Source: an optimization exercise on an open RTL-to-GDS flow (aim: small area, a short achievable clock period and few clock cycles per item). Production flows keep margins and buffers that such runs may drop. At most, simulation tests tie the RTL to the original design; equivalence was not proved. For runs 1 and 2, only the layout was checked, not whether the RTL still works. No activity file was given, so power comes from the tool's default toggle rates.

<file path="design/flow/flow/run.sh">
#!/bin/bash
# Own layout flow: the standard flow, run whole through standard.sh
# (so synthesis is the standard one), with one change to placement: the
# buffers that global placement puts on every input and output port are
# sky130_fd_sc_hd__buf_2 cells rather than the resizer's default pick.
set -euo pipefail
cp standard.sh standard_sh.log
echo "export BUFFER_PORTS_ARGS = -buffer_cell sky130_fd_sc_hd__buf_2" >> config.mk
cp config.mk config_mk.log
bash standard.sh > standard.log 2>&1
</file>
<file path="design/flow/standard.sh">
#!/bin/bash
# synth_recipe.tcl (not shown) runs the flow's synth.tcl, then flattens the netlist and writes it again
# the make line also repeats each setting of config.mk as NAME=value (left out here)
make -C /OpenROAD-flow-scripts/flow DESIGN_CONFIG=/design/flow/config.mk WORK_HOME=/design/flow/orfs CLKGATE_MAP_FILE= SYNTH_SCRIPT=/design/flow/synth_recipe.tcl "${@:-finish}"
</file>
<file path="design/flow/config.mk">
export PLATFORM = sky130hd
export DESIGN_NAME = tomasulo_core
export DESIGN_NICKNAME = tomasulo_core
export VERILOG_FILES = /design/flow/design.v
export SDC_FILE = /design/flow/constraint.sdc
export NUM_CORES = 4
export LEC_CHECK = 0
export CAP_MARGIN = 20
export CORE_MARGIN = 2
export CORE_UTILIZATION = 55
export SETUP_SLACK_MARGIN = 4.0
export SLEW_MARGIN = 20
export BUFFER_PORTS_ARGS = -buffer_cell sky130_fd_sc_hd__buf_2
</file>
<file path="design/flow/constraint.sdc">
create_clock -name core_clock -period 9.0 [get_ports {clk}]
set_input_delay 1.8000 -clock core_clock [delete_from_list [all_inputs] [get_ports {clk}]]
set_output_delay 1.8000 -clock core_clock [all_outputs]
set_load 0.01 [all_outputs]
</file>
<file path="design/flow/design.v">
package tomasulo_pkg;
  localparam int data_w   = 32;
  localparam int reg_w    = 3;
  localparam int num_regs = 8;
  localparam int op_w     = 3;
  localparam int instr_w  = 12;
  localparam logic [op_w-1:0] op_nop = 3'd0;
  localparam logic [op_w-1:0] op_ld  = 3'd1;
  localparam logic [op_w-1:0] op_st  = 3'd2;
  localparam logic [op_w-1:0] op_add = 3'd3;
  localparam logic [op_w-1:0] op_mul = 3'd4;
endpackage
`timescale 1ns/10ps
module mul_csa_step (
  input  logic [31:0] a,
  input  logic [3:0] one,
  input  logic [3:0] two,
  input  logic [3:0] neg,
  input  logic [31:0] ps,
  input  logic [31:0] pc,
  output logic [31:0] s,
  output logic [31:0] c,
  output logic [0:0] x
);
  logic [31:0] pp0;
  logic [29:0] pp1;
  logic [27:0] pp2;
  logic [25:0] pp3;
  logic t1, t2, t3, t4, t5, t6, t7, t8, t9, t10, t11, t12, t13, t14, t15, t16;
  logic t17, t18, t19, t20, t21, t22, t23, t24, t25, t26, t27, t28, t29, t30, t31, t32;
  logic t33, t34, t35, t36, t37, t38, t39, t40, t41, t42, t43, t44, t45, t46, t47, t48;
  logic t49, t50, t51, t52, t53, t54, t55, t56, t57, t58, t59, t60, t61, t62, t63, t64;
  logic t65, t66, t67, t68, t69, t70, t71, t72, t73, t74, t75, t76, t77, t78, t79, t80;
  logic t81, t82, t83, t84, t85, t86, t87, t88, t89, t90, t91, t92, t93, t94, t95, t96;
  logic t97, t98, t99, t100, t101, t102, t103, t104, t105, t106, t107, t108, t109, t110, t111, t112;
  logic t113, t114, t115, t116, t117, t118, t119, t120, t121, t122, t123, t124, t125, t126, t127, t128;
  logic t129, t130, t131, t132, t133, t134, t135, t136, t137, t138, t139, t140, t141, t142, t143, t144;
  logic t145, t146, t147, t148, t149, t150, t151, t152, t153, t154, t155, t156, t157, t158, t159, t160;
  logic t161, t162, t163, t164, t165, t166, t167, t168, t169, t170, t171, t172, t173, t174, t175, t176;
  logic t177, t178, t179, t180, t181, t182, t183, t184, t185, t186, t187, t188, t189, t190, t191, t192;
  logic t193, t194, t195, t196, t197, t198, t199, t200, t201, t202, t203, t204, t205, t206, t207, t208;
  logic t209, t210, t211, t212;
  assign pp0[0] = (one[0] & a[0]) ^ neg[0];
  assign pp0[1] = ((one[0] & a[1]) | (two[0] & a[0])) ^ neg[0];
  assign pp0[2] = ((one[0] & a[2]) | (two[0] & a[1])) ^ neg[0];
  assign pp0[3] = ((one[0] & a[3]) | (two[0] & a[2])) ^ neg[0];
  assign pp0[4] = ((one[0] & a[4]) | (two[0] & a[3])) ^ neg[0];
  assign pp0[5] = ((one[0] & a[5]) | (two[0] & a[4])) ^ neg[0];
  assign pp0[6] = ((one[0] & a[6]) | (two[0] & a[5])) ^ neg[0];
  assign pp0[7] = ((one[0] & a[7]) | (two[0] & a[6])) ^ neg[0];
  assign pp0[8] = ((one[0] & a[8]) | (two[0] & a[7])) ^ neg[0];
  assign pp0[9] = ((one[0] & a[9]) | (two[0] & a[8])) ^ neg[0];
  assign pp0[10] = ((one[0] & a[10]) | (two[0] & a[9])) ^ neg[0];
  assign pp0[11] = ((one[0] & a[11]) | (two[0] & a[10])) ^ neg[0];
  assign pp0[12] = ((one[0] & a[12]) | (two[0] & a[11])) ^ neg[0];
  assign pp0[13] = ((one[0] & a[13]) | (two[0] & a[12])) ^ neg[0];
  assign pp0[14] = ((one[0] & a[14]) | (two[0] & a[13])) ^ neg[0];
  assign pp0[15] = ((one[0] & a[15]) | (two[0] & a[14])) ^ neg[0];
  assign pp0[16] = ((one[0] & a[16]) | (two[0] & a[15])) ^ neg[0];
  assign pp0[17] = ((one[0] & a[17]) | (two[0] & a[16])) ^ neg[0];
  assign pp0[18] = ((one[0] & a[18]) | (two[0] & a[17])) ^ neg[0];
  assign pp0[19] = ((one[0] & a[19]) | (two[0] & a[18])) ^ neg[0];
  assign pp0[20] = ((one[0] & a[20]) | (two[0] & a[19])) ^ neg[0];
  assign pp0[21] = ((one[0] & a[21]) | (two[0] & a[20])) ^ neg[0];
  assign pp0[22] = ((one[0] & a[22]) | (two[0] & a[21])) ^ neg[0];
  assign pp0[23] = ((one[0] & a[23]) | (two[0] & a[22])) ^ neg[0];
  assign pp0[24] = ((one[0] & a[24]) | (two[0] & a[23])) ^ neg[0];
  assign pp0[25] = ((one[0] & a[25]) | (two[0] & a[24])) ^ neg[0];
  assign pp0[26] = ((one[0] & a[26]) | (two[0] & a[25])) ^ neg[0];
  assign pp0[27] = ((one[0] & a[27]) | (two[0] & a[26])) ^ neg[0];
  assign pp0[28] = ((one[0] & a[28]) | (two[0] & a[27])) ^ neg[0];
  assign pp0[29] = ((one[0] & a[29]) | (two[0] & a[28])) ^ neg[0];
  assign pp0[30] = ((one[0] & a[30]) | (two[0] & a[29])) ^ neg[0];
  assign pp0[31] = ((one[0] & a[31]) | (two[0] & a[30])) ^ neg[0];
  assign pp1[0] = (one[1] & a[0]) ^ neg[1];
  assign pp1[1] = ((one[1] & a[1]) | (two[1] & a[0])) ^ neg[1];
  assign pp1[2] = ((one[1] & a[2]) | (two[1] & a[1])) ^ neg[1];
  assign pp1[3] = ((one[1] & a[3]) | (two[1] & a[2])) ^ neg[1];
  assign pp1[4] = ((one[1] & a[4]) | (two[1] & a[3])) ^ neg[1];
  assign pp1[5] = ((one[1] & a[5]) | (two[1] & a[4])) ^ neg[1];
  assign pp1[6] = ((one[1] & a[6]) | (two[1] & a[5])) ^ neg[1];
  assign pp1[7] = ((one[1] & a[7]) | (two[1] & a[6])) ^ neg[1];
  assign pp1[8] = ((one[1] & a[8]) | (two[1] & a[7])) ^ neg[1];
  assign pp1[9] = ((one[1] & a[9]) | (two[1] & a[8])) ^ neg[1];
  assign pp1[10] = ((one[1] & a[10]) | (two[1] & a[9])) ^ neg[1];
  assign pp1[11] = ((one[1] & a[11]) | (two[1] & a[10])) ^ neg[1];
  assign pp1[12] = ((one[1] & a[12]) | (two[1] & a[11])) ^ neg[1];
  assign pp1[13] = ((one[1] & a[13]) | (two[1] & a[12])) ^ neg[1];
  assign pp1[14] = ((one[1] & a[14]) | (two[1] & a[13])) ^ neg[1];
  assign pp1[15] = ((one[1] & a[15]) | (two[1] & a[14])) ^ neg[1];
  assign pp1[16] = ((one[1] & a[16]) | (two[1] & a[15])) ^ neg[1];
  assign pp1[17] = ((one[1] & a[17]) | (two[1] & a[16])) ^ neg[1];
  assign pp1[18] = ((one[1] & a[18]) | (two[1] & a[17])) ^ neg[1];
  assign pp1[19] = ((one[1] & a[19]) | (two[1] & a[18])) ^ neg[1];
  assign pp1[20] = ((one[1] & a[20]) | (two[1] & a[19])) ^ neg[1];
  assign pp1[21] = ((one[1] & a[21]) | (two[1] & a[20])) ^ neg[1];
  assign pp1[22] = ((one[1] & a[22]) | (two[1] & a[21])) ^ neg[1];
  assign pp1[23] = ((one[1] & a[23]) | (two[1] & a[22])) ^ neg[1];
  assign pp1[24] = ((one[1] & a[24]) | (two[1] & a[23])) ^ neg[1];
  assign pp1[25] = ((one[1] & a[25]) | (two[1] & a[24])) ^ neg[1];
  assign pp1[26] = ((one[1] & a[26]) | (two[1] & a[25])) ^ neg[1];
  assign pp1[27] = ((one[1] & a[27]) | (two[1] & a[26])) ^ neg[1];
  assign pp1[28] = ((one[1] & a[28]) | (two[1] & a[27])) ^ neg[1];
  assign pp1[29] = ((one[1] & a[29]) | (two[1] & a[28])) ^ neg[1];
  assign pp2[0] = (one[2] & a[0]) ^ neg[2];
  assign pp2[1] = ((one[2] & a[1]) | (two[2] & a[0])) ^ neg[2];
  assign pp2[2] = ((one[2] & a[2]) | (two[2] & a[1])) ^ neg[2];
  assign pp2[3] = ((one[2] & a[3]) | (two[2] & a[2])) ^ neg[2];
  assign pp2[4] = ((one[2] & a[4]) | (two[2] & a[3])) ^ neg[2];
  assign pp2[5] = ((one[2] & a[5]) | (two[2] & a[4])) ^ neg[2];
  assign pp2[6] = ((one[2] & a[6]) | (two[2] & a[5])) ^ neg[2];
  assign pp2[7] = ((one[2] & a[7]) | (two[2] & a[6])) ^ neg[2];
  assign pp2[8] = ((one[2] & a[8]) | (two[2] & a[7])) ^ neg[2];
  assign pp2[9] = ((one[2] & a[9]) | (two[2] & a[8])) ^ neg[2];
  assign pp2[10] = ((one[2] & a[10]) | (two[2] & a[9])) ^ neg[2];
  assign pp2[11] = ((one[2] & a[11]) | (two[2] & a[10])) ^ neg[2];
  assign pp2[12] = ((one[2] & a[12]) | (two[2] & a[11])) ^ neg[2];
  assign pp2[13] = ((one[2] & a[13]) | (two[2] & a[12])) ^ neg[2];
  assign pp2[14] = ((one[2] & a[14]) | (two[2] & a[13])) ^ neg[2];
  assign pp2[15] = ((one[2] & a[15]) | (two[2] & a[14])) ^ neg[2];
  assign pp2[16] = ((one[2] & a[16]) | (two[2] & a[15])) ^ neg[2];
  assign pp2[17] = ((one[2] & a[17]) | (two[2] & a[16])) ^ neg[2];
  assign pp2[18] = ((one[2] & a[18]) | (two[2] & a[17])) ^ neg[2];
  assign pp2[19] = ((one[2] & a[19]) | (two[2] & a[18])) ^ neg[2];
  assign pp2[20] = ((one[2] & a[20]) | (two[2] & a[19])) ^ neg[2];
  assign pp2[21] = ((one[2] & a[21]) | (two[2] & a[20])) ^ neg[2];
  assign pp2[22] = ((one[2] & a[22]) | (two[2] & a[21])) ^ neg[2];
  assign pp2[23] = ((one[2] & a[23]) | (two[2] & a[22])) ^ neg[2];
  assign pp2[24] = ((one[2] & a[24]) | (two[2] & a[23])) ^ neg[2];
  assign pp2[25] = ((one[2] & a[25]) | (two[2] & a[24])) ^ neg[2];
  assign pp2[26] = ((one[2] & a[26]) | (two[2] & a[25])) ^ neg[2];
  assign pp2[27] = ((one[2] & a[27]) | (two[2] & a[26])) ^ neg[2];
  assign pp3[0] = (one[3] & a[0]) ^ neg[3];
  assign pp3[1] = ((one[3] & a[1]) | (two[3] & a[0])) ^ neg[3];
  assign pp3[2] = ((one[3] & a[2]) | (two[3] & a[1])) ^ neg[3];
  assign pp3[3] = ((one[3] & a[3]) | (two[3] & a[2])) ^ neg[3];
  assign pp3[4] = ((one[3] & a[4]) | (two[3] & a[3])) ^ neg[3];
  assign pp3[5] = ((one[3] & a[5]) | (two[3] & a[4])) ^ neg[3];
  assign pp3[6] = ((one[3] & a[6]) | (two[3] & a[5])) ^ neg[3];
  assign pp3[7] = ((one[3] & a[7]) | (two[3] & a[6])) ^ neg[3];
  assign pp3[8] = ((one[3] & a[8]) | (two[3] & a[7])) ^ neg[3];
  assign pp3[9] = ((one[3] & a[9]) | (two[3] & a[8])) ^ neg[3];
  assign pp3[10] = ((one[3] & a[10]) | (two[3] & a[9])) ^ neg[3];
  assign pp3[11] = ((one[3] & a[11]) | (two[3] & a[10])) ^ neg[3];
  assign pp3[12] = ((one[3] & a[12]) | (two[3] & a[11])) ^ neg[3];
  assign pp3[13] = ((one[3] & a[13]) | (two[3] & a[12])) ^ neg[3];
  assign pp3[14] = ((one[3] & a[14]) | (two[3] & a[13])) ^ neg[3];
  assign pp3[15] = ((one[3] & a[15]) | (two[3] & a[14])) ^ neg[3];
  assign pp3[16] = ((one[3] & a[16]) | (two[3] & a[15])) ^ neg[3];
  assign pp3[17] = ((one[3] & a[17]) | (two[3] & a[16])) ^ neg[3];
  assign pp3[18] = ((one[3] & a[18]) | (two[3] & a[17])) ^ neg[3];
  assign pp3[19] = ((one[3] & a[19]) | (two[3] & a[18])) ^ neg[3];
  assign pp3[20] = ((one[3] & a[20]) | (two[3] & a[19])) ^ neg[3];
  assign pp3[21] = ((one[3] & a[21]) | (two[3] & a[20])) ^ neg[3];
  assign pp3[22] = ((one[3] & a[22]) | (two[3] & a[21])) ^ neg[3];
  assign pp3[23] = ((one[3] & a[23]) | (two[3] & a[22])) ^ neg[3];
  assign pp3[24] = ((one[3] & a[24]) | (two[3] & a[23])) ^ neg[3];
  assign pp3[25] = ((one[3] & a[25]) | (two[3] & a[24])) ^ neg[3];
  assign t1 = pp0[6] ^ pp1[4];
  assign t2 = pp0[6] & pp1[4];
  assign t3 = pp0[7] ^ pp1[5];
  assign t4 = pp0[7] & pp1[5];
  assign t5 = pp0[8] ^ pp1[6] ^ pp2[4];
  assign t6 = (pp0[8] & pp1[6]) | (pp0[8] & pp2[4]) | (pp1[6] & pp2[4]);
  assign t7 = pp3[2] ^ ps[0];
  assign t8 = pp3[2] & ps[0];
  assign t9 = pp0[9] ^ pp1[7] ^ pp2[5];
  assign t10 = (pp0[9] & pp1[7]) | (pp0[9] & pp2[5]) | (pp1[7] & pp2[5]);
  assign t11 = pp3[3] ^ ps[1] ^ pc[1];
  assign t12 = (pp3[3] & ps[1]) | (pp3[3] & pc[1]) | (ps[1] & pc[1]);
  assign t13 = pp0[10] ^ pp1[8] ^ pp2[6];
  assign t14 = (pp0[10] & pp1[8]) | (pp0[10] & pp2[6]) | (pp1[8] & pp2[6]);
  assign t15 = pp3[4] ^ ps[2] ^ pc[2];
  assign t16 = (pp3[4] & ps[2]) | (pp3[4] & pc[2]) | (ps[2] & pc[2]);
  assign t17 = pp0[11] ^ pp1[9] ^ pp2[7];
  assign t18 = (pp0[11] & pp1[9]) | (pp0[11] & pp2[7]) | (pp1[9] & pp2[7]);
  assign t19 = pp3[5] ^ ps[3] ^ pc[3];
  assign t20 = (pp3[5] & ps[3]) | (pp3[5] & pc[3]) | (ps[3] & pc[3]);
  assign t21 = pp0[12] ^ pp1[10] ^ pp2[8];
  assign t22 = (pp0[12] & pp1[10]) | (pp0[12] & pp2[8]) | (pp1[10] & pp2[8]);
  assign t23 = pp3[6] ^ ps[4] ^ pc[4];
  assign t24 = (pp3[6] & ps[4]) | (pp3[6] & pc[4]) | (ps[4] & pc[4]);
  assign t25 = pp0[13] ^ pp1[11] ^ pp2[9];
  assign t26 = (pp0[13] & pp1[11]) | (pp0[13] & pp2[9]) | (pp1[11] & pp2[9]);
  assign t27 = pp3[7] ^ ps[5] ^ pc[5];
  assign t28 = (pp3[7] & ps[5]) | (pp3[7] & pc[5]) | (ps[5] & pc[5]);
  assign t29 = pp0[14] ^ pp1[12] ^ pp2[10];
  assign t30 = (pp0[14] & pp1[12]) | (pp0[14] & pp2[10]) | (pp1[12] & pp2[10]);
  assign t31 = pp3[8] ^ ps[6] ^ pc[6];
  assign t32 = (pp3[8] & ps[6]) | (pp3[8] & pc[6]) | (ps[6] & pc[6]);
  assign t33 = pp0[15] ^ pp1[13] ^ pp2[11];
  assign t34 = (pp0[15] & pp1[13]) | (pp0[15] & pp2[11]) | (pp1[13] & pp2[11]);
  assign t35 = pp3[9] ^ ps[7] ^ pc[7];
  assign t36 = (pp3[9] & ps[7]) | (pp3[9] & pc[7]) | (ps[7] & pc[7]);
  assign t37 = pp0[16] ^ pp1[14] ^ pp2[12];
  assign t38 = (pp0[16] & pp1[14]) | (pp0[16] & pp2[12]) | (pp1[14] & pp2[12]);
  assign t39 = pp3[10] ^ ps[8] ^ pc[8];
  assign t40 = (pp3[10] & ps[8]) | (pp3[10] & pc[8]) | (ps[8] & pc[8]);
  assign t41 = pp0[17] ^ pp1[15] ^ pp2[13];
  assign t42 = (pp0[17] & pp1[15]) | (pp0[17] & pp2[13]) | (pp1[15] & pp2[13]);
  assign t43 = pp3[11] ^ ps[9] ^ pc[9];
  assign t44 = (pp3[11] & ps[9]) | (pp3[11] & pc[9]) | (ps[9] & pc[9]);
  assign t45 = pp0[18] ^ pp1[16] ^ pp2[14];
  assign t46 = (pp0[18] & pp1[16]) | (pp0[18] & pp2[14]) | (pp1[16] & pp2[14]);
  assign t47 = pp3[12] ^ ps[10] ^ pc[10];
  assign t48 = (pp3[12] & ps[10]) | (pp3[12] & pc[10]) | (ps[10] & pc[10]);
  assign t49 = pp0[19] ^ pp1[17] ^ pp2[15];
  assign t50 = (pp0[19] & pp1[17]) | (pp0[19] & pp2[15]) | (pp1[17] & pp2[15]);
  assign t51 = pp3[13] ^ ps[11] ^ pc[11];
  assign t52 = (pp3[13] & ps[11]) | (pp3[13] & pc[11]) | (ps[11] & pc[11]);
  assign t53 = pp0[20] ^ pp1[18] ^ pp2[16];
  assign t54 = (pp0[20] & pp1[18]) | (pp0[20] & pp2[16]) | (pp1[18] & pp2[16]);
  assign t55 = pp3[14] ^ ps[12] ^ pc[12];
  assign t56 = (pp3[14] & ps[12]) | (pp3[14] & pc[12]) | (ps[12] & pc[12]);
  assign t57 = pp0[21] ^ pp1[19] ^ pp2[17];
  assign t58 = (pp0[21] & pp1[19]) | (pp0[21] & pp2[17]) | (pp1[19] & pp2[17]);
  assign t59 = pp3[15] ^ ps[13] ^ pc[13];
  assign t60 = (pp3[15] & ps[13]) | (pp3[15] & pc[13]) | (ps[13] & pc[13]);
  assign t61 = pp0[22] ^ pp1[20] ^ pp2[18];
  assign t62 = (pp0[22] & pp1[20]) | (pp0[22] & pp2[18]) | (pp1[20] & pp2[18]);
  assign t63 = pp3[16] ^ ps[14] ^ pc[14];
  assign t64 = (pp3[16] & ps[14]) | (pp3[16] & pc[14]) | (ps[14] & pc[14]);
  assign t65 = pp0[23] ^ pp1[21] ^ pp2[19];
  assign t66 = (pp0[23] & pp1[21]) | (pp0[23] & pp2[19]) | (pp1[21] & pp2[19]);
  assign t67 = pp3[17] ^ ps[15] ^ pc[15];
  assign t68 = (pp3[17] & ps[15]) | (pp3[17] & pc[15]) | (ps[15] & pc[15]);
  assign t69 = pp0[24] ^ pp1[22] ^ pp2[20];
  assign t70 = (pp0[24] & pp1[22]) | (pp0[24] & pp2[20]) | (pp1[22] & pp2[20]);
  assign t71 = pp3[18] ^ ps[16] ^ pc[16];
  assign t72 = (pp3[18] & ps[16]) | (pp3[18] & pc[16]) | (ps[16] & pc[16]);
  assign t73 = pp0[25] ^ pp1[23] ^ pp2[21];
  assign t74 = (pp0[25] & pp1[23]) | (pp0[25] & pp2[21]) | (pp1[23] & pp2[21]);
  assign t75 = pp3[19] ^ ps[17] ^ pc[17];
  assign t76 = (pp3[19] & ps[17]) | (pp3[19] & pc[17]) | (ps[17] & pc[17]);
  assign t77 = pp0[26] ^ pp1[24] ^ pp2[22];
  assign t78 = (pp0[26] & pp1[24]) | (pp0[26] & pp2[22]) | (pp1[24] & pp2[22]);
  assign t79 = pp3[20] ^ ps[18] ^ pc[18];
  assign t80 = (pp3[20] & ps[18]) | (pp3[20] & pc[18]) | (ps[18] & pc[18]);
  assign t81 = pp0[27] ^ pp1[25] ^ pp2[23];
  assign t82 = (pp0[27] & pp1[25]) | (pp0[27] & pp2[23]) | (pp1[25] & pp2[23]);
  assign t83 = pp3[21] ^ ps[19] ^ pc[19];
  assign t84 = (pp3[21] & ps[19]) | (pp3[21] & pc[19]) | (ps[19] & pc[19]);
  assign t85 = pp0[28] ^ pp1[26] ^ pp2[24];
  assign t86 = (pp0[28] & pp1[26]) | (pp0[28] & pp2[24]) | (pp1[26] & pp2[24]);
  assign t87 = pp3[22] ^ ps[20] ^ pc[20];
  assign t88 = (pp3[22] & ps[20]) | (pp3[22] & pc[20]) | (ps[20] & pc[20]);
  assign t89 = pp0[29] ^ pp1[27] ^ pp2[25];
  assign t90 = (pp0[29] & pp1[27]) | (pp0[29] & pp2[25]) | (pp1[27] & pp2[25]);
  assign t91 = pp3[23] ^ ps[21] ^ pc[21];
  assign t92 = (pp3[23] & ps[21]) | (pp3[23] & pc[21]) | (ps[21] & pc[21]);
  assign t93 = pp0[30] ^ pp1[28] ^ pp2[26];
  assign t94 = (pp0[30] & pp1[28]) | (pp0[30] & pp2[26]) | (pp1[28] & pp2[26]);
  assign t95 = pp3[24] ^ ps[22] ^ pc[22];
  assign t96 = (pp3[24] & ps[22]) | (pp3[24] & pc[22]) | (ps[22] & pc[22]);
  assign t97 = pp0[31] ^ pp1[29] ^ pp2[27];
  assign t98 = pp3[25] ^ ps[23] ^ pc[23];
  assign t99 = pp0[4] ^ pp1[2];
  assign t100 = pp0[4] & pp1[2];
  assign t101 = pp0[5] ^ pp1[3];
  assign t102 = pp0[5] & pp1[3];
  assign t103 = t1 ^ pp2[2] ^ pp3[0];
  assign t104 = (t1 & pp2[2]) | (t1 & pp3[0]) | (pp2[2] & pp3[0]);
  assign t105 = t3 ^ pp2[3] ^ pp3[1];
  assign t106 = (t3 & pp2[3]) | (t3 & pp3[1]) | (pp2[3] & pp3[1]);
  assign t107 = t5 ^ t7 ^ pc[0];
  assign t108 = (t5 & t7) | (t5 & pc[0]) | (t7 & pc[0]);
  assign t109 = t9 ^ t11 ^ t6;
  assign t110 = (t9 & t11) | (t9 & t6) | (t11 & t6);
  assign t111 = t13 ^ t15 ^ t10;
  assign t112 = (t13 & t15) | (t13 & t10) | (t15 & t10);
  assign t113 = t17 ^ t19 ^ t14;
  assign t114 = (t17 & t19) | (t17 & t14) | (t19 & t14);
  assign t115 = t21 ^ t23 ^ t18;
  assign t116 = (t21 & t23) | (t21 & t18) | (t23 & t18);
  assign t117 = t25 ^ t27 ^ t22;
  assign t118 = (t25 & t27) | (t25 & t22) | (t27 & t22);
  assign t119 = t29 ^ t31 ^ t26;
  assign t120 = (t29 & t31) | (t29 & t26) | (t31 & t26);
  assign t121 = t33 ^ t35 ^ t30;
  assign t122 = (t33 & t35) | (t33 & t30) | (t35 & t30);
  assign t123 = t37 ^ t39 ^ t34;
  assign t124 = (t37 & t39) | (t37 & t34) | (t39 & t34);
  assign t125 = t41 ^ t43 ^ t38;
  assign t126 = (t41 & t43) | (t41 & t38) | (t43 & t38);
  assign t127 = t45 ^ t47 ^ t42;
  assign t128 = (t45 & t47) | (t45 & t42) | (t47 & t42);
  assign t129 = t49 ^ t51 ^ t46;
  assign t130 = (t49 & t51) | (t49 & t46) | (t51 & t46);
  assign t131 = t53 ^ t55 ^ t50;
  assign t132 = (t53 & t55) | (t53 & t50) | (t55 & t50);
  assign t133 = t57 ^ t59 ^ t54;
  assign t134 = (t57 & t59) | (t57 & t54) | (t59 & t54);
  assign t135 = t61 ^ t63 ^ t58;
  assign t136 = (t61 & t63) | (t61 & t58) | (t63 & t58);
  assign t137 = t65 ^ t67 ^ t62;
  assign t138 = (t65 & t67) | (t65 & t62) | (t67 & t62);
  assign t139 = t69 ^ t71 ^ t66;
  assign t140 = (t69 & t71) | (t69 & t66) | (t71 & t66);
  assign t141 = t73 ^ t75 ^ t70;
  assign t142 = (t73 & t75) | (t73 & t70) | (t75 & t70);
  assign t143 = t77 ^ t79 ^ t74;
  assign t144 = (t77 & t79) | (t77 & t74) | (t79 & t74);
  assign t145 = t81 ^ t83 ^ t78;
  assign t146 = (t81 & t83) | (t81 & t78) | (t83 & t78);
  assign t147 = t85 ^ t87 ^ t82;
  assign t148 = (t85 & t87) | (t85 & t82) | (t87 & t82);
  assign t149 = t89 ^ t91 ^ t86;
  assign t150 = (t89 & t91) | (t89 & t86) | (t91 & t86);
  assign t151 = t93 ^ t95 ^ t90;
  assign t152 = (t93 & t95) | (t93 & t90) | (t95 & t90);
  assign t153 = t97 ^ t98 ^ t94;
  assign t154 = pp0[2] ^ pp1[0];
  assign t155 = pp0[2] & pp1[0];
  assign t156 = pp0[3] ^ pp1[1];
  assign t157 = pp0[3] & pp1[1];
  assign t158 = t99 ^ pp2[0] ^ neg[2];
  assign t159 = (t99 & pp2[0]) | (t99 & neg[2]) | (pp2[0] & neg[2]);
  assign t160 = t101 ^ pp2[1] ^ t100;
  assign t161 = (t101 & pp2[1]) | (t101 & t100) | (pp2[1] & t100);
  assign t162 = t103 ^ neg[3] ^ t102;
  assign t163 = (t103 & neg[3]) | (t103 & t102) | (neg[3] & t102);
  assign t164 = t105 ^ t2 ^ t104;
  assign t165 = (t105 & t2) | (t105 & t104) | (t2 & t104);
  assign t166 = t107 ^ t4 ^ t106;
  assign t167 = (t107 & t4) | (t107 & t106) | (t4 & t106);
  assign t168 = t109 ^ t8 ^ t108;
  assign t169 = (t109 & t8) | (t109 & t108) | (t8 & t108);
  assign t170 = t111 ^ t12 ^ t110;
  assign t171 = (t111 & t12) | (t111 & t110) | (t12 & t110);
  assign t172 = t113 ^ t16 ^ t112;
  assign t173 = (t113 & t16) | (t113 & t112) | (t16 & t112);
  assign t174 = t115 ^ t20 ^ t114;
  assign t175 = (t115 & t20) | (t115 & t114) | (t20 & t114);
  assign t176 = t117 ^ t24 ^ t116;
  assign t177 = (t117 & t24) | (t117 & t116) | (t24 & t116);
  assign t178 = t119 ^ t28 ^ t118;
  assign t179 = (t119 & t28) | (t119 & t118) | (t28 & t118);
  assign t180 = t121 ^ t32 ^ t120;
  assign t181 = (t121 & t32) | (t121 & t120) | (t32 & t120);
  assign t182 = t123 ^ t36 ^ t122;
  assign t183 = (t123 & t36) | (t123 & t122) | (t36 & t122);
  assign t184 = t125 ^ t40 ^ t124;
  assign t185 = (t125 & t40) | (t125 & t124) | (t40 & t124);
  assign t186 = t127 ^ t44 ^ t126;
  assign t187 = (t127 & t44) | (t127 & t126) | (t44 & t126);
  assign t188 = t129 ^ t48 ^ t128;
  assign t189 = (t129 & t48) | (t129 & t128) | (t48 & t128);
  assign t190 = t131 ^ t52 ^ t130;
  assign t191 = (t131 & t52) | (t131 & t130) | (t52 & t130);
  assign t192 = t133 ^ t56 ^ t132;
  assign t193 = (t133 & t56) | (t133 & t132) | (t56 & t132);
  assign t194 = t135 ^ t60 ^ t134;
  assign t195 = (t135 & t60) | (t135 & t134) | (t60 & t134);
  assign t196 = t137 ^ t64 ^ t136;
  assign t197 = (t137 & t64) | (t137 & t136) | (t64 & t136);
  assign t198 = t139 ^ t68 ^ t138;
  assign t199 = (t139 & t68) | (t139 & t138) | (t68 & t138);
  assign t200 = t141 ^ t72 ^ t140;
  assign t201 = (t141 & t72) | (t141 & t140) | (t72 & t140);
  assign t202 = t143 ^ t76 ^ t142;
  assign t203 = (t143 & t76) | (t143 & t142) | (t76 & t142);
  assign t204 = t145 ^ t80 ^ t144;
  assign t205 = (t145 & t80) | (t145 & t144) | (t80 & t144);
  assign t206 = t147 ^ t84 ^ t146;
  assign t207 = (t147 & t84) | (t147 & t146) | (t84 & t146);
  assign t208 = t149 ^ t88 ^ t148;
  assign t209 = (t149 & t88) | (t149 & t148) | (t88 & t148);
  assign t210 = t151 ^ t92 ^ t150;
  assign t211 = (t151 & t92) | (t151 & t150) | (t92 & t150);
  assign t212 = t153 ^ t96;
  assign s[0] = pp0[0];
  assign c[0] = neg[0];
  assign s[1] = pp0[1];
  assign c[1] = 1'b0;
  assign s[2] = t154;
  assign c[2] = neg[1];
  assign s[3] = t156;
  assign c[3] = t155;
  assign s[4] = t158;
  assign c[4] = t157;
  assign s[5] = t160;
  assign c[5] = t159;
  assign s[6] = t162;
  assign c[6] = t161;
  assign s[7] = t164;
  assign c[7] = t163;
  assign s[8] = t166;
  assign c[8] = t165;
  assign s[9] = t168;
  assign c[9] = t167;
  assign s[10] = t170;
  assign c[10] = t169;
  assign s[11] = t172;
  assign c[11] = t171;
  assign s[12] = t174;
  assign c[12] = t173;
  assign s[13] = t176;
  assign c[13] = t175;
  assign s[14] = t178;
  assign c[14] = t177;
  assign s[15] = t180;
  assign c[15] = t179;
  assign s[16] = t182;
  assign c[16] = t181;
  assign s[17] = t184;
  assign c[17] = t183;
  assign s[18] = t186;
  assign c[18] = t185;
  assign s[19] = t188;
  assign c[19] = t187;
  assign s[20] = t190;
  assign c[20] = t189;
  assign s[21] = t192;
  assign c[21] = t191;
  assign s[22] = t194;
  assign c[22] = t193;
  assign s[23] = t196;
  assign c[23] = t195;
  assign s[24] = t198;
  assign c[24] = t197;
  assign s[25] = t200;
  assign c[25] = t199;
  assign s[26] = t202;
  assign c[26] = t201;
  assign s[27] = t204;
  assign c[27] = t203;
  assign s[28] = t206;
  assign c[28] = t205;
  assign s[29] = t208;
  assign c[29] = t207;
  assign s[30] = t210;
  assign c[30] = t209;
  assign s[31] = t212;
  assign c[31] = t152;
  assign x[0] = t211;
endmodule
`timescale 1ns/10ps
module tomasulo_core (
  input  logic                             clk,
  input  logic                             rst,
  input  logic                             instr_req,
  input  logic [tomasulo_pkg::instr_w-1:0] instr,
  input  logic [tomasulo_pkg::reg_w-1:0]   dbg_addr,
  output logic                             instr_ack,
  output logic [tomasulo_pkg::data_w-1:0]  dbg_data,
  output logic                             dbg_busy,
  output logic                             wb_valid,
  output logic [tomasulo_pkg::reg_w-1:0]   wb_dest,
  output logic [tomasulo_pkg::data_w-1:0]  wb_data
);
  localparam int Q = 5;
  logic [Q-1:0] q_v;
  logic [Q-1:0] q_mul;
  logic [2:0]   q_dest [Q];
  logic [2:0]   q_sa   [Q];
  logic [2:0]   q_sb   [Q];
  logic [2:0] step;
  logic [31:0] ps;
  logic [31:0] pc;
  logic [0:0] px;
  logic [0:0] nx;
  logic [31:0] regs [1:7];
  logic [3:0] b_one;
  logic [3:0] b_two;
  logic [3:0] b_neg;
  logic [2:0]  op;
  logic [2:0]  i_dest;
  logic [2:0]  i_sa;
  logic [2:0]  i_sb;
  logic        i_add;
  logic        i_mul;
  logic        i_alu;
  logic        accept;
  logic        push;
  logic        pop;
  logic        mstep;
  logic        mlast;
  logic [31:0] rd_a;
  logic [31:0] rd_b;
  logic [31:0] sum;
  logic [31:0] ns;
  logic [31:0] nc;
  logic [31:0] wd_hi;
  logic [8:0] nd;
  logic [8:0] dsel;
  logic [2:0]  nh_sa;
  logic [2:0]  nh_sb;
  logic [8:0] pf;
  logic [8:0] pfd;
  assign {op, i_dest, i_sa, i_sb} = instr;
  assign i_add = (op == tomasulo_pkg::op_add);
  assign i_mul = (op == tomasulo_pkg::op_mul);
  assign i_alu = i_add || i_mul;
  assign mstep = q_v[0] && q_mul[0] && (step != 3'd4);
  assign pop   = q_v[0] && !mstep;
  assign mlast = q_v[0] && q_mul[0] && (step == 3'd3);
  assign accept = instr_req && !instr_ack && (!i_alu || !q_v[Q-1] || pop);
  assign push   = accept && i_alu;
  always_ff @(posedge clk) begin
    if (rst) begin
      instr_ack <= 1'b0;
    end else if (accept) begin
      instr_ack <= 1'b1;
    end else if (!instr_req) begin
      instr_ack <= 1'b0;
    end
  end
  logic [Q-1:0] q_here;
  logic [Q:0]   q_vx;
  assign q_vx = {1'b0, q_v};
  always_comb begin
    for (int i = 0; i < Q; i++) begin
      if (pop) begin
        q_here[i] = push && q_vx[i] && !q_vx[i + 1];
      end else begin
        q_here[i] = push && !q_vx[i] && ((i == 0) || q_vx[(i + Q) % (Q + 1)]);
      end
    end
  end
  always_ff @(posedge clk) begin
    if (rst) begin
      q_v  <= '0;
      step <= '0;
    end else begin
      for (int i = 0; i < Q; i++) begin
        q_v[i] <= (pop ? q_vx[i + 1] : q_v[i]) || q_here[i];
      end
      if (pop) begin
        step <= '0;
      end else if (mstep) begin
        step <= step + 1'b1;
      end
    end
  end
  always_ff @(posedge clk) begin
    for (int i = 0; i < Q; i++) begin
      if (q_here[i]) begin
        q_mul[i]  <= i_mul;
        q_dest[i] <= i_dest;
        q_sa[i]   <= i_sa;
        q_sb[i]   <= i_sb;
      end else if (pop && (i + 1 < Q)) begin
        q_mul[i]  <= q_mul[(i + 1) % Q];
        q_dest[i] <= q_dest[(i + 1) % Q];
        q_sa[i]   <= q_sa[(i + 1) % Q];
        q_sb[i]   <= q_sb[(i + 1) % Q];
      end else if ((i == 0) && mlast) begin
        q_sa[i] <= 3'd0;
        q_sb[i] <= 3'd0;
      end
    end
  end
  always_comb begin
    rd_a = {ps[31] ^ (^px), ps[30:0]};
    rd_b = pc;
    for (int k = 1; k < 8; k++) begin
      if (q_sa[0] == 3'(k)) rd_a = regs[k];
      if (q_sb[0] == 3'(k)) rd_b = regs[k];
    end
  end
  assign sum = rd_a + rd_b;
  always_comb begin
    case (step)
      3'd0: nd = {rd_b[23:16], rd_b[15]};
      3'd1: nd = {rd_b[15:8], rd_b[7]};
      3'd2: nd = {rd_b[7:0], 1'b0};
      default: nd = '0;
    endcase
  end
  assign nh_sa = (pop && q_v[1 % Q] && (Q > 1)) ? q_sa[1 % Q] : i_sa;
  assign nh_sb = (pop && q_v[1 % Q] && (Q > 1)) ? q_sb[1 % Q] : i_sb;
  always_comb begin
    pf = '0;
    for (int k = 1; k < 8; k++) begin
      if (nh_sb == 3'(k)) pf = regs[k][31:23];
    end
    if (pop && (q_dest[0] == nh_sb) && (nh_sb != 3'd0)) pf = sum[31:23];
  end
  assign pfd = {pf[8:1], pf[0]};
  always_comb begin
    if (mstep) begin
      dsel = ((q_sa[0] == 3'd0) || (q_sb[0] == 3'd0)) ? '0 : nd;
    end else begin
      dsel = ((nh_sa == 3'd0) || (nh_sb == 3'd0)) ? '0 : pfd;
      dsel[8:9] = '0;
    end
  end
  always_ff @(posedge clk) begin
    for (int i = 0; i < 4; i++) begin
      b_one[i] <= dsel[2 * i + 1] ^ dsel[2 * i];
      b_two[i] <= (dsel[2 * i + 2] & ~dsel[2 * i + 1] & ~dsel[2 * i]) |
                  (~dsel[2 * i + 2] & dsel[2 * i + 1] & dsel[2 * i]);
      b_neg[i] <= dsel[2 * i + 2];
    end
  end
  mul_csa_step csa_inst (.a(rd_a), .one(b_one), .two(b_two), .neg(b_neg),
                         .ps(ps), .pc(pc), .s(ns), .c(nc), .x(nx));
  always_ff @(posedge clk) begin
    if (rst || !mstep) begin
      ps <= '0;
      pc <= '0;
      px <= '0;
    end else begin
      ps <= ns;
      pc <= nc;
      px <= nx;
    end
  end
  assign wd_hi = rst ? 32'd0 : sum;
  always_ff @(posedge clk) begin
    for (int k = 1; k < 8; k++) begin
      if (rst || (pop && (q_dest[0] == 3'(k)))) begin
        regs[k] <= {wd_hi[31:3], rst ? 3'(k) : sum[2:0]};
      end
    end
  end
  always_ff @(posedge clk) begin
    if (rst) begin
      wb_valid <= 1'b0;
    end else begin
      wb_valid <= pop;
    end
    wb_dest <= q_dest[0];
    wb_data <= sum;
  end
  always_comb begin
    dbg_data = '0;
    for (int k = 1; k < 8; k++) begin
      if (dbg_addr == 3'(k)) dbg_data = regs[k];
    end
  end
  always_comb begin
    dbg_busy = wb_valid && (wb_dest == dbg_addr);
    for (int i = 0; i < Q; i++) begin
      if (q_v[i] && (q_dest[i] == dbg_addr)) dbg_busy = 1'b1;
    end
    if (dbg_addr == 3'd0) dbg_busy = 1'b0;
  end
endmodule
</file>
==> flow_summary.yaml, run 1 <==
layout:
  diodes: 0
  final_common_cell: "edfxtp_1"
  final_area_um2: 28300
  final_cell_mix: "274 x edfxtp_1, 157 x mux4_2, 141 x inv_1, 135 x a22oi_1, 127 x mux2_2"
  fin_nets: 2215
  areaGrowthSynthToFinish_pct: 12.1
  drive_gt1_share_pct: 26.3
sta:
  fin_crit_sh_pct: 55.7
  whs_ns: 0.515
  relSlewSlack_pct: 28.9
  fin_setup_tns_ns: 0
  setup_viol: 0
  hold_violations: 0
  rsz0062_at_grt: "true"
  fmax_mhz: 199
  tightest_slew_ns: 1.06
  setup_slack_ns: 3.99
  finalMaxSlewViolations: 0
  min_period_ns: 5.01
  finClkSkew_ns: 0.0238
worst_setup_path:
  critPathMaxStageDelay_ns: 0.40
  slowest_stage: "a221oi_1"
  cp.required_ns: 7.20
  worst-setup-path-type: "in2out"
  cpMostUsedCell: "buf_16"
  end_kind: "output pin"
  cp-start-kind: "primary input"
  rr_worst_depth: 15
  cp.depth: 8
  cp_max_fo: 17
  cp_cell_sequence: "buf_16, nor2b_4, buf_12, buf_4, buf_16, a221oi_1, a21oi_1, buf_2"
  worstPathArrival_ns: 3.21
  cp_top_family: "buffers and inverters"
  crit_buf_inv: 5
clock_network:
  clkLatencyLatePin_ns: 0.60
  cts_buffer_depth: 3
  path_clk_slew_ns: 0.06
  htree_levels: 2
  clock-root-buffer: "clkbuf_16"
  cts-hold-fix-buffers: 0
  cts.sinks: 395
  cts_tree: "built"
  cts_made_buffers: 44
power:
  p_int_uw: 4830
  switching_share_pct: 37.0
  power_frac_comb_pct: 41.6
  p_leak_uw: 0.0106
  total_power_uw: 7660
  p_seq_share_pct: 34.7
  ir_drop_uv: 204
  clock_power_share_pct: 23.7
  cellPowerDensity_nw_per_um2: 270
  switching_power_uw: 2830
floorplan:
  start_util_pct: 55.7
  num_io_pins: 88
  die_y_um: 218
  core_area_um2: 45400
  num_rows: 78
  die_x_um: 218
  die_area_um2: 47700
global_routing:
  grt_pass1_wl_mm: 116
  grt_max_degree: 60
  antenna_found_initial: 2
  grt.total_usage_pct: 33.1
  grt_pass1_vias: 17675
  gr-total-overflow: 0
placed_design:
  post-place-ws_ns: 3.01
  dpl-instance-area_um2: 26200
  place.gp.congestion: 0.940
  numPortBuffers: 87
  dp_hpwl_mm: 51.8
hold_path:
  hp-class: "reg2reg"
  min_path_cells: 2
synth:
  syn_nets: 2164
  synth.distinct_cells: 78
  postSynthCellCount: 2006
  ys_seq_area_share_pct: 42.1
  yosysTopAreaCell: "edfxtp_1"
  syn_avg_cell_area_um2: 12.6
  yosys_warnings: 8
  synth_edf_count: 274
  synth_top_cell_area_share_pct: 32.6
  async_reset_ff_share_pct: 0
  ys_top_cells_by_area: "edfxtp_1 33%, mux4_2 14%, dfxtp_1 9.6%"
  synth_flop_cell: "edfxtp_1"
  netlist_area_um2: 25300
  synth_seq_cells: 395
job:
  drv_cap: 0
drt:
  dr.pass1.iters: 7
  postRouteAntennaNets: 0
  wirelength_mm: 78.9
  vias: 17873
  viasPerCell: 6.64
  drt_iter0_markers: 1864
  routedWlPerCell_um: 29.3
  drc: 0
run_status:
  status: "timing/DRC/antenna clean"
==> power by group through the flow <==
stage          Combinational (uW)  Clock, uW  Sequential (uW)
2_1_floorplan                2130          0             2580
3_3_place_gp                 3040          0             2670
3_5_place_dp                 3070          0             2680
4_1_cts                      3130       1830             2650
5_1_grt                      3490       1910             2680
6_report                     3190       1810             2660
==> tightest hold or removal path: stages (launching register included) <==
cell     delay [ns]
dfxtp_1        0.34
nand2_1        0.07
a21oi_1        0.06
==> area by class of cell <==
type / count / area [um2]
Clock inverter: 21 / 203
Timing Repair Buffer: 149 / 1320
Fill cell: 3534 / 17100
Sequential cell: 395 / 10700
Tap cell: 600 / 751
Inverter: 143 / 537
Clock buffer: 61 / 1230
Multi-Input combinational cell: 1324 / 13600
==> final timing paths <==
kind | start | end | slack, ns
worst min register to register | step[1] | step[1] | 0.51
worst max-delay path | dbg_addr[2] | dbg_data[4] | 3.99
worst max register to register | q_sb[0][0] | regs[1][31] | 4.16
worst min-delay path | step[1] | step[1] | 0.51
==> cell families (layout without fill, tap and decap cells) <==
kind of cell | after synthesis | after routing | share of synthesized area, %
flip-flops | 395 | 395 | 42.1
adder cells (fa/ha/maj) | 140 | 140 | 9.78
AND/OR/NAND/NOR | 331 | 331 | 6.63
buffers and inverters | 287 | 374 | 4.38
multiplexers | 300 | 300 | 20.5
AO/OA/AOI/OAI | 379 | 379 | 10.5
XOR/XNOR | 174 | 174 | 6.03
==> state kept, by name, indices dropped and copies added (netlist names) <==
register / count
regs: 224
ps: 32
wb_data: 32
pc: 31
q_dest: 15
q_sa: 15
q_sb: 15
q_mul: 5
q_v: 5
b_neg: 4
b_one: 4
b_two: 4
step: 3
wb_dest: 3
instr_ack: 1
px: 1
wb_valid: 1
==> synth_stat cells (4+ instances only) <==
library cell  count
mux2i_1          11
inv_1           141
o21ai_0          47
ha_1             44
a31o_2            5
o21ai_1           4
nor2b_1          39
a21boi_0          6
a21o_1           13
nor2_1           51
a31oi_1           9
nor3_1           14
o21a_1            6
a211oi_1          7
nand2b_1         10
a22oi_1         135
a221oi_1         21
xnor2_1         127
mux2_2          127
buf_1            25
xor2_1           47
fa_1             96
nand2_1         104
and2_1           59
a41o_1            4
o211ai_1          9
edfxtp_1        274
dfxtp_1         121
a21oi_1          70
clkbuf_1        100
nand4_1           8
nand3_1          20
buf_2            18
o22ai_1           4
and3_1            5
mux4_2          157
==> per-layer routing <==
layer / wire, um / GRT usage, %
met1: 33600 / 47.9
met2: 36100 / 51.4
met3: 6230 / 5.29
met4: 2900 / 10.8
met5: 13 / 0
==> metrics by stage <==
step / std cells / util [%]
after floorplan: 2006 / -
after global placement: 2589 / 57.8
after detailed placement: 2590 / 57.8
after CTS: 2686 / 62.0
after global routing: 2693 / 62.4
final: 2693 / 62.4
==> what timing repair did <==
| item | 4_1_cts | 5_1_grt |
|---|---|---|
| gates cloned | 6 | 3 |
| buffers inserted | 8 | 3 |
| endpoints found under the setup margin | 174 | 89 |
| resized for setup | 35 | 24 |
| endpoints found under the hold margin | 0 | 0 |
| pin swaps | 0 | 3 |
==> run 2: changes to the inputs <==
--- a/design/flow/config.mk
+++ b/design/flow/config.mk
@@ -10,3 +10,6 @@
 export CORE_UTILIZATION = 55
-export SETUP_SLACK_MARGIN = 4.0
+export CTS_BUF_LIST = sky130_fd_sc_hd__clkbuf_16
+export CTS_CLUSTER_DIAMETER = 120
+export CTS_CLUSTER_SIZE = 24
+export SETUP_SLACK_MARGIN = 4.5
 export SLEW_MARGIN = 20
==> run 2 against run 1 <==
Against the previous run:
- combinational power increased by 11%
- die area unchanged
- via count increased by 3.0%
- first-iteration DRC count increased by 27%
- wire length increased by 6.5%
- clock-buffer cell count decreased by 40
- worst setup slack improved by 0.20 ns
- clock skew increased by 0.013 ns
- cell area increased by 3.3%
- clock power decreased by 43%
==> flow_summary.yaml, run 2 <==
sta:
  fin_setup_tns_ns: 0
  rsz0062_at_grt: "true"
  finalMaxSlewViolations: 0
  hold_violations: 0
  fin_crit_sh_pct: 53.5
  tightest_slew_ns: 1.16
  finClkSkew_ns: 0.0368
  min_period_ns: 4.81
  relSlewSlack_pct: 21.7
  setup_viol: 0
  fmax_mhz: 208
clock_network:
  cts-hold-fix-buffers: 0
  path_clk_slew_ns: 0.10
  clock-root-buffer: "clkbuf_16"
  clkLatencyLatePin_ns: 0.59
  cts_tree: "built"
  cts_made_buffers: 20
  cts_buffer_depth: 3
  cts.sinks: 395
  htree_levels: 1
synth:
  synth_top_cell_area_share_pct: 32.6
  syn_avg_cell_area_um2: 12.6
  synth-compound-area-share_pct: 10.5
  yosys.area_share.simple_pct: 6.63
  async_reset_ff_share_pct: 0
  muxShareOfSynthArea_pct: 20.5
  synthAdderAreaFrac_pct: 9.78
  yosys-top-cells-count: "274 x edfxtp_1, 157 x mux4_2, 141 x inv_1, 135 x a22oi_1"
  synth_seq_cells: 395
  synth.distinct_cells: 78
  ys_top_cells_by_area: "edfxtp_1 33%, mux4_2 14%, dfxtp_1 9.6%"
  syn_nets: 2164
  synthXorXnorAreaFrac_pct: 6.03
  synth_edf_count: 274
  synth_top_family_by_area: "multiplexers"
  postSynthCellCount: 2006
  yosysTopAreaCell: "edfxtp_1"
  synth_most_common_cell: "edfxtp_1"
  netlist_area_um2: 25300
  ys_seq_area_share_pct: 42.1
  synth_flop_cell: "edfxtp_1"
  yosys_warnings: 8
placed_design:
  place.gp.congestion: 0.929
  dp_hpwl_mm: 52.4
  numPortBuffers: 87
layout:
  diodes: 0
  drive_gt1_share_pct: 32.5
  largest_reg_flops: 224
  regArea_um2: 10700
  top_register: "regs"
  reg.largest.list: "regs x224, ps x32, wb_data x32"
  areaGrowthSynthToFinish_pct: 15.8
  n_fill_cell: 3429
  final_cell_mix: "274 x edfxtp_1, 157 x mux4_2, 140 x inv_1, 134 x a22oi_1, 122 x xnor2_1"
  fin_nets: 2264
  final_common_cell: "edfxtp_1"
  fin_util_pct: 64.5
  multiInputGateArea_um2: 14400
drt:
  wirelength_mm: 84.0
  drc: 0
  drt_iter0_markers: 2361
  top_layer: "met4"
  vias: 18407
  dr_wl_met3_mm: 8.61
  met2_wirelength_mm: 38.1
  viasPerCell: 6.77
  dr.pass1.iters: 6
  routedWlPerCell_um: 30.9
  drt-met1-wl_mm: 34.4
  postRouteAntennaNets: 0
floorplan:
  die_area_um2: 47700
  die_x_um: 218
  num_rows: 78
  num_io_pins: 88
  core_area_um2: 45400
  die_y_um: 218
  start_util_pct: 55.7
global_routing:
  gr-total-overflow: 0
  grt_max_degree: 60
  antenna_found_initial: 3
  grt_pass1_wl_mm: 119
  grt_pass1_vias: 17813
  grt.total_usage_pct: 34.4
power:
  ir_drop_uv: 175
  cellPowerDensity_nw_per_um2: 246
  p_leak_uw: 0.0110
job:
  drv_cap: 0
worst_setup_path:
  worst-setup-path-type: "in2out"
  cp_max_fo: 8
  r2r-end: "b_one[2]"
  end_kind: "output pin"
  rr_startpoint: "q_sa[0][0]"
  rr_worst_depth: 17
  worstPathArrival_ns: 3.01
  cp.required_ns: 7.20
  setup.reg_to_reg.worst_slack_ns: 4.49
  cp-start-kind: "primary input"
run_status:
  status: "timing/DRC/antenna clean"
hold_path:
  min_path_cells: 2
  min_to: "step[1]"
  hold_start: "step[1]"
  hp-class: "reg2reg"
[run 2: kinds of logic (layout without fill, tap and decap cells)]
kind of cell             after synthesis  after routing
flip-flops                           395            395
AO/OA/AOI/OAI                        379            379
AND/OR/NAND/NOR                      331            331
multiplexers                         300            300
buffers and inverters                287            401
XOR/XNOR                             174            174
adder cells (fa/ha/maj)              140            140
[run 2: worst max-delay path by stage]
stage | startpoint | to | slack [ns] | depth (start not counted)
floorplan | dbg_addr[0] | dbg_data[7] | 4.46 | 5
global placement | dbg_addr[0] | dbg_data[16] | 3.21 | 6
detailed placement | dbg_addr[0] | dbg_data[14] | 3.20 | 6
CTS | dbg_addr[0] | dbg_busy | 4.24 | 7
global route | dbg_addr[2] | dbg_data[19] | 4.21 | 7
finish | dbg_addr[2] | dbg_data[19] | 4.19 | 7
[run 2: power breakdown]
part	internal, uW	switching [uW]
clock network	429	603
registers	2380	262
logic	1590	1960
[run 2: stage by stage]
stage / total power (uW) / hold WS, ns / instances / setup slack [ns] / cell area (um2)
global route: 7600 / 0.561 / 2720 / 4.21 / 29300
detailed placement: 5850 / 0.502 / 2589 / 3.20 / 26400
floorplan: 4750 / 0.346 / 2006 / 4.46 / 25700
global placement: 5810 / 0.493 / 2589 / 3.21 / 26400
CTS: 7000 / 0.516 / 2682 / 4.24 / 28300
finish: 7210 / 0.514 / 2720 / 4.19 / 29300
[run 2: layer usage]
layer / global-route usage [%] / vias up
li1: - / 7673
met1: 50.0 / 9500
met2: 53.7 / 1076
met3: 5.75 / 158
met4: 9.14 / 0
met5: 0 / -
[run 2: cell type report]
type,count,area share (%)
Clock inverter,15,0.227
Multi-Input combinational cell,1324,49.2
Tap cell,600,2.56
Sequential cell,395,36.4
Clock buffer,21,1.80
Inverter,143,1.83
Timing Repair Buffer,222,7.98
[run 2: what timing repair did]
| action | in CTS | in global routing |
|---|---|---|
| gates cloned | 17 | 8 |
| setup buffers | 40 | 29 |
| endpoints found under the setup margin | 218 | 162 |
| resized for setup | 101 | 108 |
| hold endpoints to repair | 0 | 0 |
| pin swaps | 12 | 31 |
[run 2: critical path, stage by stage]
cell	delay, ns
buf_16	0.13
nor2b_4	0.19
buf_6	0.15
buf_12	0.18
a22oi_2	0.10
o21ai_2	0.26
buf_2	0.18
==> run 3: changes to the inputs <==
--- a/design/flow/design.v
+++ b/design/flow/design.v
@@ -584,3 +584,2 @@
       dsel = ((nh_sa == 3'd0) || (nh_sb == 3'd0)) ? '0 : pfd;
-      dsel[8:9] = '0;
     end
--- a/design/flow/config.mk
+++ b/design/flow/config.mk
@@ -9,3 +9,3 @@
 export CORE_MARGIN = 2
-export CORE_UTILIZATION = 55
+export CORE_UTILIZATION = 70
 export CTS_BUF_LIST = sky130_fd_sc_hd__clkbuf_16
==> run 3 against run 2 <==
Against the previous run:
- critical endpoint is now dbg_data[9]
- global-route usage up 12 points
- area after synthesis up 0.52%
- worst setup slack worse by 0.11 ns
- sequential share of layout area about the same
- critical path depth up 2
- highest routed layer is now met5
==> flow_summary.yaml, run 3 <==
sta:
  fmax_mhz: 203
  hold_violations: 0
  finClkSkew_ns: 0.0298
  tightest_slew_ns: 1.21
  relSlewSlack_pct: 19.5
  min_period_ns: 4.92
  setup_viol: 0
  fin_crit_sh_pct: 54.7
  finalMaxSlewViolations: 0
  fin_setup_tns_ns: 0
  rsz0062_at_grt: "true"
clock_network:
  cts.sinks: 395
  cts-hold-fix-buffers: 0
  clkLatencyLatePin_ns: 0.58
  path_clk_slew_ns: 0.10
  htree_levels: 1
  cts_made_buffers: 20
  cts_buffer_depth: 3
  cts_tree: "built"
  clock-root-buffer: "clkbuf_16"
synth:
  synth.distinct_cells: 80
  syn_nets: 2327
  synth_most_common_cell: "edfxtp_1"
  postSynthCellCount: 2169
  synth_flop_cell: "edfxtp_1"
  netlist_area_um2: 25400
  async_reset_ff_share_pct: 0
  syn_avg_cell_area_um2: 11.7
  synth_seq_cells: 395
  yosysTopAreaCell: "edfxtp_1"
  yosys_warnings: 5
  yosys-top-cells-count: "274 x edfxtp_1, 215 x nand2_1, 173 x a22oi_1, 129 x inv_1, 128 x xnor2_1"
  synth_edf_count: 274
  ys_top_cells_by_area: "edfxtp_1 32%, mux4_2 11%, dfxtp_1 9.5%"
  synth_top_cell_area_share_pct: 32.4
  ys_seq_area_share_pct: 41.9
worst_setup_path:
  worstPathArrival_ns: 3.12
  setup.reg_to_reg.worst_slack_ns: 4.41
  rr_startpoint: "q_sa[0][2]"
  rr_worst_depth: 17
  cp_cell_sequence: "buf_16, buf_16, buf_12, nor2_4, buf_12, a22o_1, nand2_1, nand3_2, buf_2"
  cp_top_family: "buffers and inverters"
  worst-setup-path-type: "in2out"
  critPathMaxStageDelay_ns: 0.22
  cp-start-kind: "primary input"
  cp_max_fo: 16
  r2r-end: "b_one[3]"
  slowest_stage: "buf_12"
  cp.required_ns: 7.20
  end_kind: "output pin"
  crit_buf_inv: 5
global_routing:
  grt.total_usage_pct: 46.6
  grt_pass1_vias: 20392
  antenna_found_initial: 3
  grt_max_degree: 60
  gr-total-overflow: 0
  grt_pass1_wl_mm: 129
layout:
  final_cell_mix: "274 x edfxtp_1, 210 x nand2_1, 148 x a22oi_1, 139 x inv_1, 125 x xnor2_1"
  n_fill_cell: 1982
  fin_util_pct: 82.2
  fin_nets: 2421
  drive_gt1_share_pct: 28.7
  final_common_cell: "edfxtp_1"
  reg.largest.list: "regs x224, ps x32, wb_data x32"
  areaGrowthSynthToFinish_pct: 15.3
  top_register: "regs"
  stdcell_count: 2739
  largest_reg_flops: 224
floorplan:
  num_io_pins: 88
  num_rows: 69
  die_x_um: 194
  die_area_um2: 37800
  start_util_pct: 71.2
  core_area_um2: 35700
  die_y_um: 194
drt:
  met2_wirelength_mm: 38.0
  routedWlPerCell_um: 32.7
  postRouteAntennaNets: 0
  drt_iter0_markers: 3560
  top_layer: "met5"
  vias: 20852
  drt-met1-wl_mm: 29.1
  drc: 0
  viasPerCell: 7.61
  dr_wl_met3_mm: 15.8
  wirelength_mm: 89.5
  dr.pass1.iters: 9
placed_design:
  numPortBuffers: 87
  dp_cells: 2605
  place.gp.congestion: 0.991
  dp_hpwl_mm: 55.2
power:
  cellPowerDensity_nw_per_um2: 289
  p_leak_uw: 0.0113
  ir_drop_uv: 288
hold_path:
  min_path_cells: 2
  hold_start: "q_v[3]"
  min_to: "q_v[2]"
  hp-class: "reg2reg"
job:
  drv_cap: 0
run_status:
  status: "timing/DRC/antenna clean"
[run 3: power by group]
part           total, uW  leakage, uW  switching, uW  internal [uW]
combinational       4610      0.00728           2600           2010
clock               1030     0.000326            613            415
sequential          2840      0.00372            386           2450
total               8470       0.0113           3600           4880
[run 3: worst max-delay path by stage]
stage	to	cells after the start	startpoint	slack, ns
after CTS	dbg_data[1]	8	dbg_addr[0]	4.14
after detailed placement	dbg_data[7]	7	dbg_addr[0]	2.65
final	dbg_data[9]	9	dbg_addr[0]	4.08
after floorplan	dbg_data[12]	6	dbg_addr[0]	4.47
after global routing	dbg_data[22]	7	dbg_addr[0]	4.05
after global placement	dbg_data[3]	7	dbg_addr[0]	2.75
[run 3: cell families (layout without fill, tap and decap cells)]
kind of cell | count (synthesis) | after routing | synth area share [%]
multiplexers | 251 | 251 | 16.4
buffers and inverters | 281 | 388 | 4.33
flip-flops | 395 | 395 | 41.9
other | 0 | 2 | 0
XOR/XNOR | 172 | 172 | 5.93
AND/OR/NAND/NOR | 509 | 509 | 9.59
adder cells (fa/ha/maj) | 140 | 140 | 9.73
AO/OA/AOI/OAI | 421 | 421 | 12.1
[run 3: worst reg2reg max path, cell delays in order (launching register included)]
cell       delay, ns
edfxtp_1        0.39
clkbuf_8        0.35
nor2_2          0.46
nor2_1          0.10
a221oi_1        0.29
a21oi_1         0.13
o21ai_4         0.18
ha_1            0.27
nand4_1         0.21
nor3_2          0.26
nand2_1         0.11
a211oi_2        0.26
buf_4           0.25
o2111ai_4       0.16
and4_1          0.31
o31ai_2         0.39
nand2_1         0.16
xor2_1          0.21
[run 3: metal layers]
| layer | vias up | GRT usage [%] |
|---|---|---|
| li1 | 8167 | - |
| met5 | - | 0 |
| met1 | 10011 | 61.0 |
| met4 | 6 | 23.6 |
| met3 | 566 | 18.3 |
| met2 | 2102 | 67.8 |
[run 3: metrics by stage]
step	cell area [um2]	setup WS, ns	total power (uW)	hold slack, ns
floorplan	25800	4.47	5580	0.343
global placement	26300	2.75	6800	0.496
detailed placement	26300	2.65	6920	0.509
CTS	28500	4.14	8130	0.524
global route	29300	4.05	8930	0.565
finish	29300	4.08	8470	0.540
[run 3: cell type report]
type	instances	area [um2]	share of cell area, %
Antenna cell	2	5.00	0.0171
Clock buffer	20	500	1.71
Clock inverter	15	78.8	0.269
Inverter	132	512	1.75
Multi-Input combinational cell	1493	14700	50.1
Sequential cell	395	10700	36.4
Tap cell	461	577	1.97
Timing Repair Buffer	221	2280	7.79
[run 3: what timing repair did]
| item | in CTS | in global routing |
|---|---|---|
| resized for setup | 175 | 107 |
| setup buffers | 52 | 27 |
| pin swaps | 22 | 27 |
| cloned | 14 | 1 |
| endpoints found under the setup margin | 265 | 170 |
Testbench counts of run 3, summed over its fixed seeds: cycles 10,091, instrs 4,800.
==> run 4: changes to the inputs <==
--- a/design/flow/config.mk
+++ b/design/flow/config.mk
@@ -9,3 +9,3 @@
 export CORE_MARGIN = 2
-export CORE_UTILIZATION = 70
+export CORE_UTILIZATION = 55
 export CTS_BUF_LIST = sky130_fd_sc_hd__clkbuf_16
@@ -13,3 +13,3 @@
 export CTS_CLUSTER_SIZE = 24
-export SETUP_SLACK_MARGIN = 4.5
+export SETUP_SLACK_MARGIN = 5.0
 export SLEW_MARGIN = 20
==> run 4 against run 3 <==
Against the previous run:
- wire length increased by 8.8%
- sequential share of layout area decreased by 3.6 points
- sequential cell count unchanged
- cell area increased by 11%
- non-clock buffer count increased by 147
- clock power about the same
- clock skew decreased by 0.0039 ns
- critical path type unchanged
- critical endpoint is now dbg_data[16]
==> flow_summary.yaml, run 4 <==
synth:
  synth_top_family_by_area: "multiplexers"
  syn_nets: 2327
  syn_avg_cell_area_um2: 11.7
  netlist_area_um2: 25400
  yosys-top-cells-count: "274 x edfxtp_1, 215 x nand2_1, 173 x a22oi_1, 129 x inv_1, 128 x xnor2_1"
  synth_seq_cells: 395
  postSynthCellCount: 2169
  synth_most_common_cell: "edfxtp_1"
  ys_seq_area_share_pct: 41.9
  synth_top_cell_area_share_pct: 32.4
  synth-compound-area-share_pct: 12.1
  synth_edf_count: 274
  yosysTopAreaCell: "edfxtp_1"
  synthAdderAreaFrac_pct: 9.73
  yosys_warnings: 5
  synth_flop_cell: "edfxtp_1"
  yosys.area_share.simple_pct: 9.59
  synthXorXnorAreaFrac_pct: 5.93
  synth.distinct_cells: 80
  async_reset_ff_share_pct: 0
  ys_top_cells_by_area: "edfxtp_1 32%, mux4_2 11%, dfxtp_1 9.5%"
  muxShareOfSynthArea_pct: 16.4
global_routing:
  met3_usage_pct: 9.88
  grt_pass1_vias: 20137
  antenna_found_initial: 1
  grt_busiest_layer: "met2"
  grt_max_degree: 60
  grt_pass1_wl_mm: 137
  grt_use_met1_pct: 56.2
  grt.total_usage_pct: 40.0
  grtUsageMet2_pct: 57.8
  gr-total-overflow: 0
drt:
  wirelength_mm: 97.4
  dr.pass1.iters: 6
  drc: 0
  viasPerCell: 6.98
  routedWlPerCell_um: 32.2
  postRouteAntennaNets: 0
  vias: 21114
  drt_iter0_markers: 3304
power:
  total_power_uw: 9290
  ir_drop_uv: 259
  cellPowerDensity_nw_per_um2: 285
  p_leak_uw: 0.0126
floorplan:
  die_x_um: 219
  core_area_um2: 45500
  start_util_pct: 55.9
  die_area_um2: 47900
  num_rows: 78
  num_io_pins: 88
  die_y_um: 219
worst_setup_path:
  cp_max_fo: 17
  end_kind: "output pin"
  cp.required_ns: 7.20
  cp-start-kind: "primary input"
  worst-setup-path-type: "in2out"
  rr_worst_depth: 17
  setup.reg_to_reg.worst_slack_ns: 4.42
  worstPathArrival_ns: 3.07
clock_network:
  clock-root-buffer: "clkbuf_16"
  cts_made_buffers: 20
  cts_tree: "built"
  clkLatencyLatePin_ns: 0.58
  cts.sinks: 395
  cts-hold-fix-buffers: 0
  path_clk_slew_ns: 0.10
  cts_buffer_depth: 3
  htree_levels: 1
placed_design:
  numPortBuffers: 87
  place.gp.congestion: 0.936
  dp_hpwl_mm: 57.8
sta:
  fmax_mhz: 205
  rsz0062_at_grt: "true"
  relSlewSlack_pct: 26.8
  fin_setup_tns_ns: 0
  finalMaxSlewViolations: 0
  setup_viol: 0
  finClkSkew_ns: 0.0259
  tightest_slew_ns: 1.10
  fin_crit_sh_pct: 54.1
  min_period_ns: 4.87
  hold_violations: 0
layout:
  reg.largest.list: "regs x224, ps x32, wb_data x32"
  fin_nets: 2568
  n_fill_cell: 3176
  largest_reg_flops: 224
  drive_gt1_share_pct: 39.7
  areaGrowthSynthToFinish_pct: 28.2
  final_common_cell: "edfxtp_1"
  final_cell_mix: "274 x edfxtp_1, 202 x nand2_1, 141 x buf_4, 133 x inv_1, 123 x mux4_2"
  multiInputGateArea_um2: 15800
  top_register: "regs"
  regArea_um2: 10700
job:
  drv_cap: 0
run_status:
  status: "timing/DRC/antenna clean"
hold_path:
  min_path_cells: 2
  hp-class: "reg2reg"
==> run 4: critical path: stages <==
cell,delay (ns)
buf_16,0.14
buf_16,0.15
buf_12,0.13
and3_4,0.16
buf_12,0.18
a22oi_2,0.19
nand3_2,0.14
buf_2,0.16
==> run 4: layer usage <==
| layer | part of all wire, % | up-vias | routed length, um |
|---|---|---|---|
| met5 | 0 | - | 0 |
| li1 | - | 8487 | - |
| met2 | 43 | 1664 | 41600 |
| met1 | 38 | 10622 | 36600 |
| met4 | 6.1 | 0 | 5960 |
| met3 | 14 | 341 | 13300 |
==> run 4: final timing paths <==
kind,startpoint,to
max,dbg_addr[0],dbg_data[16]
min,step[1],step[1]
max reg2reg,q_sa[0][0],b_one[3]
min reg2reg,step[1],step[1]
==> run 4: power by group <==
group / internal [uW] / total (uW) / leakage, uW / switching, uW
clock network: 446 / 1060 / 0.000345 / 614
registers: 2450 / 2820 / 0.00372 / 368
logic: 2550 / 5410 / 0.00857 / 2860
total: 5450 / 9290 / 0.0126 / 3840
==> run 4: through the flow <==
stage	setup WS, ns	hold slack, ns	cells	area (um2)	utilization [%]
global route	4.05	0.558	3024	32600	71.6
CTS	4.16	0.528	2960	31200	68.5
floorplan	4.47	0.343	2169	26200	-
detailed placement	2.84	0.513	2751	26800	58.9
finish	4.13	0.525	3025	32600	71.6
global placement	2.95	0.495	2751	26800	58.9
==> run 4: area by class of cell <==
cell class	count	area share (%)
Sequential cell	395	32.7
Clock buffer	22	1.69
Tap cell	600	2.31
Timing Repair Buffer	368	12.9
Clock inverter	14	0.177
Inverter	132	1.58
Antenna cell	1	0.00769
Multi-Input combinational cell	1493	48.6
==> run 4: repair_timing <==
| action | CTS | global route |
|---|---|---|
| setup buffers | 142 | 61 |
| hold endpoints to repair | 0 | 0 |
| pin swaps | 93 | 135 |
| resized for setup | 346 | 190 |
| cloned | 31 | 2 |
| setup endpoints to repair | 332 | 269 |
==> run 4: logic make-up (layout without fill, tap and decap cells) <==
logic type	count (synthesis)	in the layout
AO/OA/AOI/OAI	421	421
XOR/XNOR	172	172
adder cells (fa/ha/maj)	140	140
buffers and inverters	281	536
flip-flops	395	395
multiplexers	251	251
other	0	1
AND/OR/NAND/NOR	509	509

separate check: timing with driven ports:
Ports are ideal in the flow. The routed layouts listed here were re-timed in OpenROAD. Step 1: set_driving_cell puts a clkbuf_16 on clk and a buf_2 on each other input, an assumption about the parent block. Step 2, shift: input delay + t, output delay - t, t = (earliest + latest rising clock arrival at the registers) / 2. This alone moves slack from input paths to output paths. Three values: no drivers, after step 1, after step 2; two values: the first two.
run	t, ns	slack for setup (ns)	hold slack, ns
run 1	0.642	3.986 / 3.829 / 3.829	0.515 / 0.515 / 0.515
run 2	0.631	4.187 / 3.965 / 3.965	0.514 / 0.514 / 0.514
run 3	0.621	4.080 / 3.901 / 3.901	0.540 / 0.540 / 0.540
run 4	0.630	4.130 / 3.829 / 3.829	0.525 / 0.525 / 0.525
After both steps setup and hold are still met in every run listed. For run 4, which loses most, drivers alone change the setup slack by -0.301 ns; drivers and shift together by -0.301 ns.
